Background: an optimization exercise with open tools, aiming at small area and a short achievable clock period. Do not read the settings as production practice. RTL that was checked went through simulation tests only; none was proved equivalent to the original.

## job 4337
==> module attack_arbiter, before the edit <==
module attack_arbiter #(
  parameter int unsigned        STUN_W      = 24,
  parameter logic [STUN_W-1:0]  STUN_CYCLES = 24'd20,
  parameter int unsigned        DMG_W       = 10,
  parameter int unsigned        DMG_MAX     = 999
) (
  input  logic             clock,
  input  logic             reset,
  input  logic [31:0]      p1_attack,
  input  logic [31:0]      p1_knockback,
  input  logic [31:0]      p2_attack,
  input  logic [31:0]      p2_knockback,
  output logic [DMG_W-1:0] p1_damage,
  output logic [DMG_W-1:0] p2_damage,
  output logic [31:0]      p1_kb_out,
  output logic             p1_kb_valid,
  output logic [31:0]      p2_kb_out,
  output logic             p2_kb_valid,
  output logic             p1_stunned,
  output logic             p2_stunned,
  output logic             clash
);
  localparam int unsigned SW = 5;
  logic              p1Block, p2Block;        
  logic              p1Pending, p2Pending;
  logic [1:0]        p1Code, p2Code;
  logic              vicIsP1;
  logic [31:0]       atkKb;
  logic [DMG_W:0]    opFactor;
  logic [5:0]        opOne, opTwo;
  logic [4:0]        opNeg;
  logic [SW-1:0]     stunCount;
  logic              stunIsP2;
  logic [DMG_W-1:0]  p1Damage, p2Damage;
  logic [39:0]       p1KbOut, p2KbOut;
  logic              p1KbValid, p2KbValid, clashReg;
  logic              eval;                    
  logic              p1HitEv, p2HitEv, p1Stun, p2Stun;
  logic              p1Cand, p2Cand, p1Victim, p2Victim, clashNow;
  logic              p1PendNext, p2PendNext, vicIsP1Next;
  logic [1:0]        p1CodeNext, p2CodeNext;
  logic [DMG_W-1:0]  dmgNext, opDamage;
  logic [20:0]       p1VicOps, p2VicOps;      
  logic [DMG_W:0]    factorNext;
  logic [39:0]       kbScaled;
  assign p1Stun = (stunCount != '0) & ~stunIsP2;
  assign p2Stun = (stunCount != '0) & stunIsP2;
  assign p1HitEv = p1_attack[attack_pkg::HIT] & p1_attack[attack_pkg::ACTIVE] & ~p1Block & ~p1Stun
                   & attack_pkg::hitValid(p1_attack[attack_pkg::SPEC_N:attack_pkg::SMASH_U]);
  assign p2HitEv = p2_attack[attack_pkg::HIT] & p2_attack[attack_pkg::ACTIVE] & ~p2Block & ~p2Stun
                   & attack_pkg::hitValid(p2_attack[attack_pkg::SPEC_N:attack_pkg::SMASH_U]);
  always_comb begin
    p1Cand   = p1Pending & ~p1Stun & ~p2Stun;
    p2Cand   = p2Pending & ~p1Stun & ~p2Stun;
    p1Victim = eval & p2Cand & (~p1Cand
               | attack_pkg::tierBeats(p2Code, p1Code));
    p2Victim = eval & p1Cand & (~p2Cand
               | attack_pkg::tierBeats(p1Code, p2Code));
    clashNow = eval & p1Cand & p2Cand
               & ~attack_pkg::tierBeats(p1Code, p2Code) & ~attack_pkg::tierBeats(p2Code, p1Code);
  end
  always_comb begin
    p1PendNext  = reset & (p1HitEv | (p1Pending & ~eval));
    p2PendNext  = reset & (p2HitEv | (p2Pending & ~eval));
    p1CodeNext  = p1HitEv ? attack_pkg::hitCode(p1_attack[attack_pkg::SPEC_N:attack_pkg::SMASH_U]) : p1Code;
    p2CodeNext  = p2HitEv ? attack_pkg::hitCode(p2_attack[attack_pkg::SPEC_N:attack_pkg::SMASH_U]) : p2Code;
    vicIsP1Next = (p1HitEv | p2HitEv)
                  ? p2PendNext & (~p1PendNext
                    | attack_pkg::tierBeats(p2CodeNext, p1CodeNext))
                  : vicIsP1;
    p1VicOps    = attack_pkg::hitOperands(p1Damage, p2CodeNext);
    p2VicOps    = attack_pkg::hitOperands(p2Damage, p1CodeNext);
    {factorNext, dmgNext} = vicIsP1Next ? p1VicOps : p2VicOps;
  end
  assign opDamage = DMG_W'({opFactor[DMG_W:7] - 4'd1, opFactor[6:0]});
  kb_booth_enc uEnc (.m(opFactor), .bo(opOne), .bt(opTwo), .bn(opNeg));
  kb_scaler uKb (.base(atkKb), .bo(opOne), .bt(opTwo), .bn(opNeg), .scaled(kbScaled));
  always_ff @(posedge clock) begin
    if (!reset) begin
      p1Block <= p1_attack[attack_pkg::ACTIVE];
      p2Block <= p2_attack[attack_pkg::ACTIVE];
    end else begin
      if (p1HitEv) p1Block <= 1'b1;
      else if (!p1_attack[attack_pkg::ACTIVE]) p1Block <= 1'b0;
      if (p2HitEv) p2Block <= 1'b1;
      else if (!p2_attack[attack_pkg::ACTIVE]) p2Block <= 1'b0;
    end
  end
  always_ff @(posedge clock) begin
    p1Pending <= p1PendNext;
    p2Pending <= p2PendNext;
    p1Code    <= p1CodeNext;
    p2Code    <= p2CodeNext;
    vicIsP1   <= vicIsP1Next;
    if (vicIsP1Next ? p2HitEv : p1HitEv) atkKb <= vicIsP1Next ? p2_knockback : p1_knockback;
    opFactor  <= factorNext;
  end
  always_ff @(posedge clock) begin
    if (!reset) begin
      eval        <= 1'b0;
      p1Damage    <= '0;
      p2Damage    <= '0;
      p1KbOut     <= '0;
      p2KbOut     <= '0;
      p1KbValid   <= 1'b0;
      p2KbValid   <= 1'b0;
      stunCount   <= '0;
      stunIsP2    <= 1'b0;
      clashReg    <= 1'b0;
    end else begin
      eval      <= ~eval & ~p1KbValid & ~p2KbValid & (p1Pending | p2Pending);
      p1KbValid <= p1Victim;
      p2KbValid <= p2Victim;
      clashReg  <= clashNow;
      if (p1Victim) begin
        p1Damage <= opDamage;
        p1KbOut  <= kbScaled;
      end
      if (p2Victim) begin
        p2Damage <= opDamage;
        p2KbOut  <= kbScaled;
      end
      if (p1Victim | p2Victim) begin
        stunCount <= SW'(STUN_CYCLES);
        stunIsP2  <= p2Victim;
      end else if (stunCount != '0) begin
        stunCount <= stunCount - SW'(1);
      end
    end
  end
  assign p1_damage   = p1Damage;
  assign p2_damage   = p2Damage;
  assign p1_kb_out   = {attack_pkg::kbClamp(p1KbOut[39:20]), attack_pkg::kbClamp(p1KbOut[19:0])};
  assign p2_kb_out   = {attack_pkg::kbClamp(p2KbOut[39:20]), attack_pkg::kbClamp(p2KbOut[19:0])};
  assign p1_kb_valid = p1KbValid;
  assign p2_kb_valid = p2KbValid;
  assign p1_stunned  = p1Stun;
  assign p2_stunned  = p2Stun;
  assign clash       = clashReg;
endmodule
clock: 12.0 ns
lec_check: 0
abc_area: 1
cap_margin: 20
core_margin: 2
core_utilization: 55
slew_margin: 20
standard.sh (not shown) runs the stock make flow with config.mk's settings and CLKGATE_MAP_FILE= SYNTH_SCRIPT=/design/flow/synth_recipe.tcl, a recipe that flattens the netlist after the stock synthesis.
==> flow/flow/run.sh <==
#!/bin/bash
# Layout flow: the standard synthesis and layout, with
# - the synthesized logic off the slowest paths (static timing with ideal
#   wires, flow/crit.tcl) mapped again with ABC's area mapper
#   (flow/remap.tcl; registers and adders untouched),
# - inverters around the full adders removed by flipping adder polarities
#   (flow/polarity.py; combinational only, registers untouched),
# - the port buffers made as the smallest plain buffer instead of the delay
#   buffer buffer_ports picks by default, and
# - a clock tree of smaller buffers without dummy loads.
# Each step's output goes to a log file here.
set -euo pipefail
MARGIN=$(cat flow/margin.txt)
RES="$PWD/orfs/results/${FLOW_PLATFORM}/attack_arbiter/base"
NETLIST="$RES/1_2_yosys.v"
LIB="$FLOW_HOME/platforms/${FLOW_PLATFORM}/lib/sky130_fd_sc_hd__tt_025C_1v80.lib"
bash standard.sh "$NETLIST" > synth.log 2>&1
cp "$NETLIST" standard_synth.v
STA=$(command -v sta || echo "$FLOW_HOME/../tools/install/OpenROAD/bin/sta")
YOSYS=$(command -v yosys || echo "$FLOW_HOME/../tools/install/yosys/bin/yosys")
LIB="$LIB" IN=standard_synth.v SDC="$FLOW_SDC" THRESHOLD="$(cat flow/threshold.txt)" \
  CRIT=critical_cells.txt "$STA" -exit flow/crit.tcl > crit.log 2>&1
LIB="$LIB" IN=standard_synth.v OUT="$NETLIST" SCRIPT="$PWD/flow/abc_area.script" \
  DONT_USE="$PWD/flow/abc_dont_use.txt" CRIT=critical_cells.txt \
  "$YOSYS" -c flow/remap.tcl > remap.log 2>&1
python3 flow/polarity.py "$NETLIST" > polarity.log 2>&1
bash standard.sh SETUP_SLACK_MARGIN="$MARGIN" \
  "BUFFER_PORTS_ARGS=-buffer_cell sky130_fd_sc_hd__buf_1" \
  "CTS_ARGS=-sink_clustering_enable -repair_clock_nets -dont_use_dummy_load -buf_list {sky130_fd_sc_hd__clkbuf_4 sky130_fd_sc_hd__clkbuf_8}" \
  finish > layout.log 2>&1
Other scripts of this flow, unchanged in this note and not shown: flow/flow/abc_area.script, flow/flow/abc_dont_use.txt, flow/flow/crit.tcl, flow/flow/margin.txt, flow/flow/polarity.py, flow/flow/remap.tcl, flow/flow/threshold.txt
Job 4337 ran to completion and came out clean on the timing, DRC and antenna checks.
diff inputs: job 4337 => job 6423
diff --git a/flow/design.v b/flow/design.v
--- a/flow/design.v
+++ b/flow/design.v
@@ -596,5 +596,5 @@
   logic              p1HitEv, p2HitEv, p1Stun, p2Stun;
   logic              p1Cand, p2Cand, p1Victim, p2Victim, clashNow;
-  logic              p1PendNext, p2PendNext, vicIsP1Next;
+  logic              p1PendNext, p2PendNext, p1PendKeep, p2PendKeep, vicIsP1Next;
   logic [1:0]        p1CodeNext, p2CodeNext;
   logic [DMG_W-1:0]  dmgNext, opDamage;
@@ -619,10 +619,12 @@
   end
   always_comb begin
-    p1PendNext  = reset & (p1HitEv | (p1Pending & ~eval));
-    p2PendNext  = reset & (p2HitEv | (p2Pending & ~eval));
+    p1PendKeep  = p1HitEv | (p1Pending & ~eval);
+    p2PendKeep  = p2HitEv | (p2Pending & ~eval);
+    p1PendNext  = reset & p1PendKeep;
+    p2PendNext  = reset & p2PendKeep;
     p1CodeNext  = p1HitEv ? attack_pkg::hitCode(p1_attack[attack_pkg::SPEC_N:attack_pkg::SMASH_U]) : p1Code;
     p2CodeNext  = p2HitEv ? attack_pkg::hitCode(p2_attack[attack_pkg::SPEC_N:attack_pkg::SMASH_U]) : p2Code;
     vicIsP1Next = (p1HitEv | p2HitEv)
-                  ? p2PendNext & (~p1PendNext
+                  ? p2PendKeep & (~p1PendKeep
                     | attack_pkg::tierBeats(p2CodeNext, p1CodeNext))
                   : vicIsP1;
==> run notes <==
- Diff job 4337 -> job 6423: required time of the critical path shrank by 90 ps; post-synthesis to final-layout area growth comparable.
- Job 6423 ended up with a higher cell area than job 4337 did.
- Going from job 4337 to job 6423, total detailed-routing wirelength saw an increase, utilization of the core after routing saw an increase.
No functional check of the RTL was part of job 6423.

== the previous run ==
RTL: one of the versions met above, not the one the previous note started from.
Size: about 220 I/O pins, roughly 0.018 mm2 of cells after synthesis.
==> module attack_arbiter, before the edit <==
module attack_arbiter #(
  parameter int unsigned        STUN_W      = 24,
  parameter logic [STUN_W-1:0]  STUN_CYCLES = 24'd20,
  parameter int unsigned        DMG_W       = 10,
  parameter int unsigned        DMG_MAX     = 999
) (
  input  logic             clock,
  input  logic             reset,
  input  logic [31:0]      p1_attack,
  input  logic [31:0]      p1_knockback,
  input  logic [31:0]      p2_attack,
  input  logic [31:0]      p2_knockback,
  output logic [DMG_W-1:0] p1_damage,
  output logic [DMG_W-1:0] p2_damage,
  output logic [31:0]      p1_kb_out,
  output logic             p1_kb_valid,
  output logic [31:0]      p2_kb_out,
  output logic             p2_kb_valid,
  output logic             p1_stunned,
  output logic             p2_stunned,
  output logic             clash
);
  localparam int unsigned SW = 5;
  logic              p1Block, p2Block;        
  logic              p1Pending, p2Pending;
  logic [1:0]        p1Code, p2Code;
  logic              vicIsP1;
  logic [31:0]       atkKb;
  logic [DMG_W:0]    opFactor;
  logic [5:0]        opOne, opTwo;
  logic [4:0]        opNeg;
  logic [SW-1:0]     stunCount;
  logic              stunIsP2;
  logic [DMG_W-1:0]  p1Damage, p2Damage;
  logic [39:0]       p1KbOut, p2KbOut;
  logic              p1KbValid, p2KbValid, clashReg;
  logic              eval;                    
  logic              p1HitEv, p2HitEv, p1Stun, p2Stun;
  logic              p1Cand, p2Cand, p1Victim, p2Victim, clashNow;
  logic              p1PendNext, p2PendNext, p1PendKeep, p2PendKeep, vicIsP1Next;
  logic [1:0]        p1CodeNext, p2CodeNext;
  logic [DMG_W-1:0]  dmgNext, opDamage;
  logic [20:0]       p1VicOps, p2VicOps;      
  logic [DMG_W:0]    factorNext;
  logic [39:0]       kbScaled;
  assign p1Stun = (stunCount != '0) & ~stunIsP2;
  assign p2Stun = (stunCount != '0) & stunIsP2;
  assign p1HitEv = p1_attack[attack_pkg::HIT] & p1_attack[attack_pkg::ACTIVE] & ~p1Block & ~p1Stun
                   & attack_pkg::hitValid(p1_attack[attack_pkg::SPEC_N:attack_pkg::SMASH_U]);
  assign p2HitEv = p2_attack[attack_pkg::HIT] & p2_attack[attack_pkg::ACTIVE] & ~p2Block & ~p2Stun
                   & attack_pkg::hitValid(p2_attack[attack_pkg::SPEC_N:attack_pkg::SMASH_U]);
  always_comb begin
    p1Cand   = p1Pending & ~p1Stun & ~p2Stun;
    p2Cand   = p2Pending & ~p1Stun & ~p2Stun;
    p1Victim = eval & p2Cand & (~p1Cand
               | attack_pkg::tierBeats(p2Code, p1Code));
    p2Victim = eval & p1Cand & (~p2Cand
               | attack_pkg::tierBeats(p1Code, p2Code));
    clashNow = eval & p1Cand & p2Cand
               & ~attack_pkg::tierBeats(p1Code, p2Code) & ~attack_pkg::tierBeats(p2Code, p1Code);
  end
  always_comb begin
    p1PendKeep  = p1HitEv | (p1Pending & ~eval);
    p2PendKeep  = p2HitEv | (p2Pending & ~eval);
    p1PendNext  = reset & p1PendKeep;
    p2PendNext  = reset & p2PendKeep;
    p1CodeNext  = p1HitEv ? attack_pkg::hitCode(p1_attack[attack_pkg::SPEC_N:attack_pkg::SMASH_U]) : p1Code;
    p2CodeNext  = p2HitEv ? attack_pkg::hitCode(p2_attack[attack_pkg::SPEC_N:attack_pkg::SMASH_U]) : p2Code;
    vicIsP1Next = (p1HitEv | p2HitEv)
                  ? p2PendKeep & (~p1PendKeep
                    | attack_pkg::tierBeats(p2CodeNext, p1CodeNext))
                  : vicIsP1;
    p1VicOps    = attack_pkg::hitOperands(p1Damage, p2CodeNext);
    p2VicOps    = attack_pkg::hitOperands(p2Damage, p1CodeNext);
    {factorNext, dmgNext} = vicIsP1Next ? p1VicOps : p2VicOps;
  end
  assign opDamage = DMG_W'({opFactor[DMG_W:7] - 4'd1, opFactor[6:0]});
  kb_booth_enc uEnc (.m(opFactor), .bo(opOne), .bt(opTwo), .bn(opNeg));
  kb_scaler uKb (.base(atkKb), .bo(opOne), .bt(opTwo), .bn(opNeg), .scaled(kbScaled));
  always_ff @(posedge clock) begin
    if (!reset) begin
      p1Block <= p1_attack[attack_pkg::ACTIVE];
      p2Block <= p2_attack[attack_pkg::ACTIVE];
    end else begin
      if (p1HitEv) p1Block <= 1'b1;
      else if (!p1_attack[attack_pkg::ACTIVE]) p1Block <= 1'b0;
      if (p2HitEv) p2Block <= 1'b1;
      else if (!p2_attack[attack_pkg::ACTIVE]) p2Block <= 1'b0;
    end
  end
  always_ff @(posedge clock) begin
    p1Pending <= p1PendNext;
    p2Pending <= p2PendNext;
    p1Code    <= p1CodeNext;
    p2Code    <= p2CodeNext;
    vicIsP1   <= vicIsP1Next;
    if (vicIsP1Next ? p2HitEv : p1HitEv) atkKb <= vicIsP1Next ? p2_knockback : p1_knockback;
    opFactor  <= factorNext;
  end
  always_ff @(posedge clock) begin
    if (!reset) begin
      eval        <= 1'b0;
      p1Damage    <= '0;
      p2Damage    <= '0;
      p1KbOut     <= '0;
      p2KbOut     <= '0;
      p1KbValid   <= 1'b0;
      p2KbValid   <= 1'b0;
      stunCount   <= '0;
      stunIsP2    <= 1'b0;
      clashReg    <= 1'b0;
    end else begin
      eval      <= ~eval & ~p1KbValid & ~p2KbValid & (p1Pending | p2Pending);
      p1KbValid <= p1Victim;
      p2KbValid <= p2Victim;
      clashReg  <= clashNow;
      if (p1Victim) begin
        p1Damage <= opDamage;
        p1KbOut  <= kbScaled;
      end
      if (p2Victim) begin
        p2Damage <= opDamage;
        p2KbOut  <= kbScaled;
      end
      if (p1Victim | p2Victim) begin
        stunCount <= SW'(STUN_CYCLES);
        stunIsP2  <= p2Victim;
      end else if (stunCount != '0) begin
        stunCount <= stunCount - SW'(1);
      end
    end
  end
  assign p1_damage   = p1Damage;
  assign p2_damage   = p2Damage;
  assign p1_kb_out   = {attack_pkg::kbClamp(p1KbOut[39:20]), attack_pkg::kbClamp(p1KbOut[19:0])};
  assign p2_kb_out   = {attack_pkg::kbClamp(p2KbOut[39:20]), attack_pkg::kbClamp(p2KbOut[19:0])};
  assign p1_kb_valid = p1KbValid;
  assign p2_kb_valid = p2KbValid;
  assign p1_stunned  = p1Stun;
  assign p2_stunned  = p2Stun;
  assign clash       = clashReg;
endmodule
clock: 12.0 ns
lec_check: 0
abc_area: 1
cap_margin: 20
core_margin: 2
core_utilization: 55
slew_margin: 20
==> flow/flow/run.sh <==
#!/bin/bash
# Layout flow: the standard synthesis and layout, with
# - inverters around the synthesized full adders removed by flipping adder
#   polarities (flow/polarity.py; combinational only, registers untouched),
# - the port buffers made as the smallest plain buffer instead of the delay
#   buffer buffer_ports picks by default, and
# - a clock tree of smaller buffers without dummy loads.
# Each step's output goes to a log file here.
set -euo pipefail
MARGIN=$(cat flow/margin.txt)
NETLIST="$PWD/orfs/results/${FLOW_PLATFORM}/attack_arbiter/base/1_2_yosys.v"
bash standard.sh "$NETLIST" > synth.log 2>&1
python3 flow/polarity.py "$NETLIST" > polarity.log 2>&1
bash standard.sh SETUP_SLACK_MARGIN="$MARGIN" \
  "BUFFER_PORTS_ARGS=-buffer_cell sky130_fd_sc_hd__buf_1" \
  "CTS_ARGS=-sink_clustering_enable -repair_clock_nets -dont_use_dummy_load -buf_list {sky130_fd_sc_hd__clkbuf_4 sky130_fd_sc_hd__clkbuf_8}" \
  finish > layout.log 2>&1
Other scripts of this flow, unchanged in this note and not shown: flow/flow/margin.txt, flow/flow/polarity.py
Input-level comparison between the current run and the previous run:
--- a/flow/design.v
+++ b/flow/design.v
@@ -592,13 +592,13 @@
   logic [DMG_W-1:0]  p1Damage, p2Damage;
   logic [39:0]       p1KbOut, p2KbOut;
   logic              p1KbValid, p2KbValid, clashReg;
   logic              eval;                    
   logic              p1HitEv, p2HitEv, p1Stun, p2Stun;
   logic              p1Cand, p2Cand, p1Victim, p2Victim, clashNow;
-  logic              p1PendNext, p2PendNext, p1PendKeep, p2PendKeep, vicIsP1Next;
+  logic              p1PendNext, p2PendNext, vicIsP1Next;
   logic [1:0]        p1CodeNext, p2CodeNext;
   logic [DMG_W-1:0]  dmgNext, opDamage;
   logic [20:0]       p1VicOps, p2VicOps;      
   logic [DMG_W:0]    factorNext;
   logic [39:0]       kbScaled;
   assign p1Stun = (stunCount != '0) & ~stunIsP2;
@@ -615,20 +615,18 @@
     p2Victim = eval & p1Cand & (~p2Cand
                | attack_pkg::tierBeats(p1Code, p2Code));
     clashNow = eval & p1Cand & p2Cand
                & ~attack_pkg::tierBeats(p1Code, p2Code) & ~attack_pkg::tierBeats(p2Code, p1Code);
   end
   always_comb begin
-    p1PendKeep  = p1HitEv | (p1Pending & ~eval);
-    p2PendKeep  = p2HitEv | (p2Pending & ~eval);
-    p1PendNext  = reset & p1PendKeep;
-    p2PendNext  = reset & p2PendKeep;
+    p1PendNext  = reset & (p1HitEv | (p1Pending & ~eval));
+    p2PendNext  = reset & (p2HitEv | (p2Pending & ~eval));
     p1CodeNext  = p1HitEv ? attack_pkg::hitCode(p1_attack[attack_pkg::SPEC_N:attack_pkg::SMASH_U]) : p1Code;
     p2CodeNext  = p2HitEv ? attack_pkg::hitCode(p2_attack[attack_pkg::SPEC_N:attack_pkg::SMASH_U]) : p2Code;
     vicIsP1Next = (p1HitEv | p2HitEv)
-                  ? p2PendKeep & (~p1PendKeep
+                  ? p2PendNext & (~p1PendNext
                     | attack_pkg::tierBeats(p2CodeNext, p1CodeNext))
                   : vicIsP1;
     p1VicOps    = attack_pkg::hitOperands(p1Damage, p2CodeNext);
     p2VicOps    = attack_pkg::hitOperands(p2Damage, p1CodeNext);
     {factorNext, dmgNext} = vicIsP1Next ? p1VicOps : p2VicOps;
   end
==> comparison <==
The current run ended with every stage complete and zero timing, DRC or antenna violations. On sequential share of layout area, the previous run and the current run are neck and neck. The current run against the previous run: die area fell 1.4%; post-synthesis to final-layout area growth increased by 1.2 points relative to the old numbers; sequential cell count of the final layout did not really move; maximum frequency comparable. Compared with the previous run, the current run shows number of cell rows lower by 1.5%. In the current run the remaining max-slew budget at the tightest pin turned out 20 points higher than in the previous run. Delta (the current run minus the previous run): met3 global-route usage grew by 0.46 points; via count picked up an extra about 2.4%. The current run vs. the previous run: via count of the first global-routing pass climbed about 8%; final cell count has decreased. | count of plain and timing-repair buffers in the layout | lower: the previous run |.
Function not checked in the previous run: the RTL went through the layout flow alone.

[what the ideal ports hide]
The flow's constraints put no driver on any port. The routed layouts listed below were extracted and timed again, unchanged, in two steps. Step 1 (the two cells are an assumption about what drives the block):
set clk [get_ports {clock}]
set_driving_cell -lib_cell sky130_fd_sc_hd__clkbuf_16 $clk
set_driving_cell -lib_cell sky130_fd_sc_hd__buf_2 [delete_from_list [all_inputs] $clk]
Step 2 times the ports against the registers' clock, not the clock port: input delays grow and output delays shrink by t, the midpoint of the rising clock arrivals with the driver on. a / b / c = no drivers / after step 1 / after step 2; a / b = the first two.
| run | shift t [ns] | slack for setup (ns) | slew at the worst register clock pin (ns) |
|---|---|---|---|
| job 4337 | 0.528 | 7.265 / 7.226 / 6.898 | 0.10 / 0.10 |
| job 6423 | 0.542 | 7.237 / 7.202 / 6.828 | 0.12 / 0.12 |
| the previous run | 0.554 | 7.230 / 7.230 / 6.789 | 0.10 / 0.10 |
| the current run | 0.544 | 7.243 / 7.243 / 6.772 | 0.11 / 0.11 |
After both steps every run listed still meets setup and hold. For the current run, which loses most, drivers alone change the setup slack by 0.000 ns; drivers and shift together by -0.471 ns.
